Background: an optimization exercise with open tools, aiming at small area, a short achievable clock period and few clock cycles per item. Do not read the settings as production practice. RTL that was checked went through simulation tests only; none was proved equivalent to the original.

## build 29
Design fnv_lane_mix, start of the top module:
module fnv_lane_mix #(
  parameter int             LANES     = 4,
  parameter int             W         = 32,
  parameter logic [W-1:0]   FNV_PRIME = 32'h01000193
) (
  input  logic               clk,
  input  logic               rst,
  input  logic               in_valid,
  output logic               in_ready,
  input  logic [1:0]         mode,
  input  logic [LANES*W-1:0] a,
  input  logic [LANES*W-1:0] b,
  output logic               out_valid,
  input  logic               out_ready,
  output logic [LANES*W-1:0] c,
  output logic [W-1:0]       digest,
  output logic               out_err
);
  logic         adv;
  logic         v1_q, v2_q, v3_q;
  logic [1:0]   md1_q, md2_q, md3_q;
  logic [W-1:0] r1_l0_q, r1_l3_q, r1_m1_q, r1_x1_q, r1_m2_q, r1_x2_q;
  logic [W-1:0] r2_l0_q, r2_l1_q, r2_l3_q, r2_m2_q, r2_x2_q;
  logic [W-1:0] r3_l0_q, r3_l1_q, r3_l3_q, r3_y2_q;
  logic [W-1:0] a0, a1, a2, a3, b0, b1, b2, b3;
  logic         md0, md1, md2;
  logic [W-1:0] p0, p3, p1, p2;
  logic [W-1:0] y0, y3, m1, x1, m2, x2, y1, y2;
  logic         f1, l2;
  assign adv      = !v3_q || out_ready;
  assign in_ready = adv;
  assign {a3, a2, a1, a0} = a;
  ...
Settings: LEC_CHECK=0, ABC_CLOCK_PERIOD_IN_PS=4500, CAP_MARGIN=20, CORE_MARGIN=2, CORE_UTILIZATION=40, SLEW_MARGIN=20; clock period 7.0 ns.
run.sh (not shown) runs the stock make flow with config.mk's settings and CLKGATE_MAP_FILE= SYNTH_SCRIPT=/design/flow/synth_recipe.tcl, a recipe that flattens the netlist after the stock synthesis.
For build 75, these inputs were changed with respect to build 29:
Settings: setting SETUP_SLACK_MARGIN to 1.2 for the first time; removing ABC_CLOCK_PERIOD_IN_PS (formerly 4500).
## What came out
- Build 75 has more setup slack than build 29.
- Status: layout inverter count without the clock tree parity (build 29, build 75)
- Changes observed in build 75 relative to build 29: routed wire length closely matched the old numbers; fraction of the mapped netlist area in adder cells closely matched the old numbers.
Here is what was changed in the inputs of build 84 compared with build 75.
Settings: SETUP_SLACK_MARGIN: 1.2 -> unset.
--- outcome ---
Summary of build 84 over build 75: sequential share of layout area went up by 0.63 points; average wire per cell in the routed design was more or less identical; pin slew with the least headroom to its limit went up by 0.0051 ns; first-pass GRT wire length went up by 480 um. Signed area change from the synthesized netlist to the final layout, build 84 and build 75: smaller value in build 84. The DRC violation total after the first TritonRoute iteration reported for build 84 is greater than that of build 75 by 2.0%.
No run of this note included a check of the RTL's function; only the layout flow was run.

* * *

fnv_lane_mix, a different RTL version from the one above (not shown whole).
Size: about 2600 cells after synthesis, roughly 490 flip-flops, roughly 430 I/O pins.
## fnv_lane_mix
module fnv_lane_mix #(
  parameter int             LANES     = 4,
  parameter int             W         = 32,
  parameter logic [W-1:0]   FNV_PRIME = 32'h01000193
) (
  input  logic               clk,
  input  logic               rst,
  input  logic               in_valid,
  output logic               in_ready,
  input  logic [1:0]         mode,
  input  logic [LANES*W-1:0] a,
  input  logic [LANES*W-1:0] b,
  output logic               out_valid,
  input  logic               out_ready,
  output logic [LANES*W-1:0] c,
  output logic [W-1:0]       digest,
  output logic               out_err
);
==> flow/config.mk <==
export PLATFORM = sky130hd
export DESIGN_NAME = fnv_lane_mix
export DESIGN_NICKNAME = fnv_lane_mix
export VERILOG_FILES = /design/flow/design.v
export SDC_FILE = /design/flow/constraint.sdc
export NUM_CORES = 4
export LEC_CHECK = 0
export CAP_MARGIN = 20
export CORE_MARGIN = 2
export CORE_UTILIZATION = 65
export CTS_BUF_LIST = sky130_fd_sc_hd__clkbuf_8
export SETUP_SLACK_MARGIN = 1.4
export SLEW_MARGIN = 20
==> flow/constraint.sdc <==
create_clock -name core_clock -period 7.0 [get_ports {clk}]
set_input_delay 1.4000 -clock core_clock [delete_from_list [all_inputs] [get_ports {clk}]]
set_output_delay 1.4000 -clock core_clock [all_outputs]
set_load 0.01 [all_outputs]
standard.sh (not shown) runs the stock make flow with config.mk's settings and CLKGATE_MAP_FILE= SYNTH_SCRIPT=/design/flow/synth_recipe.tcl, a recipe that flattens the netlist after the stock synthesis.
==> flow/flow/run.sh <==
#!/bin/bash
# Standard layout, but the port buffers that placement inserts on every input and
# output are the smallest buffer (buf_1); timing repair resizes them where needed.
set -euo pipefail
bash standard.sh BUFFER_PORTS_ARGS="-buffer_cell sky130_fd_sc_hd__buf_1" finish > flow_standard.log 2>&1
The starting point went through all stages and came out clean.
Testbench counts at the start, summed over its fixed seeds: cycles 4,824, items 4,800.
Rerun with:
- SETUP_SLACK_MARGIN: 1.4 -> 2.4
=>
- die area is unchanged
- register-to-register slack gains 0.15 ns
- global-route usage rises by 3.5 points
- first-iteration DRC count goes up by 16%
- clock skew rises by 0.012 ns
- final cell count climbs by 3.9%
Rerun with:
- SETUP_SLACK_MARGIN: 2.4 -> 1.8
The new run produced a clean layout.
Sequential cell count is unchanged.
Non-clock buffer count shrinks by 112.
Clock-buffer cell count went down by 2.
Wire length went down by 7.3%.
Cell area fell by 5.9%.
Fmax went up by 1.8%.
Sequential share of layout area goes up by 2.2 points.

==> re-timing with driven ports <==
In the flow no input, the clock included, has a driving cell. The finished layouts below were timed again as built, in two steps. Step 1, drivers: a clkbuf_16 drives clk and a buf_2 each remaining input, both assumed. Step 2 moves the port delays by t, midway between the first and last clock arrival at a register: inputs arrive t later, outputs are due t later. That takes back most of the time a late clock gives input paths. Three values: no drivers, after step 1, after step 2; two values: the first two.
run | t, ns | setup slack, ns | hold WS [ns] | clock arrival spread, ns | cell pins on the clock port's net
build 29 | 0.657 | 0.920 / 0.954 / 0.296 | 0.413 / 0.413 / 0.413 | 0.027 / 0.027 | 1
build 75 | 0.656 | 1.334 / 1.367 / 0.711 | 0.415 / 0.415 / 0.415 | 0.017 / 0.018 | 1
build 84 | 0.657 | 0.920 / 0.954 / 0.296 | 0.413 / 0.413 / 0.413 | 0.027 / 0.027 | 1
the first run of note 2 | 0.731 | 1.555 / 1.573 / 0.842 | 0.412 / 0.412 / 0.412 | 0.040 / 0.040 | 1
the second run of note 2 | 0.742 | 1.726 / 1.582 / 0.839 | 0.409 / 0.409 / 0.409 | 0.053 / 0.053 | 1
the third run of note 2 | 0.740 | 1.819 / 1.696 / 0.957 | 0.416 / 0.416 / 0.416 | 0.043 / 0.043 | 1
After both steps setup and hold are still met in every run listed. For the second run of note 2, which loses most, drivers alone change the setup slack by -0.144 ns; drivers and shift together by -0.887 ns.
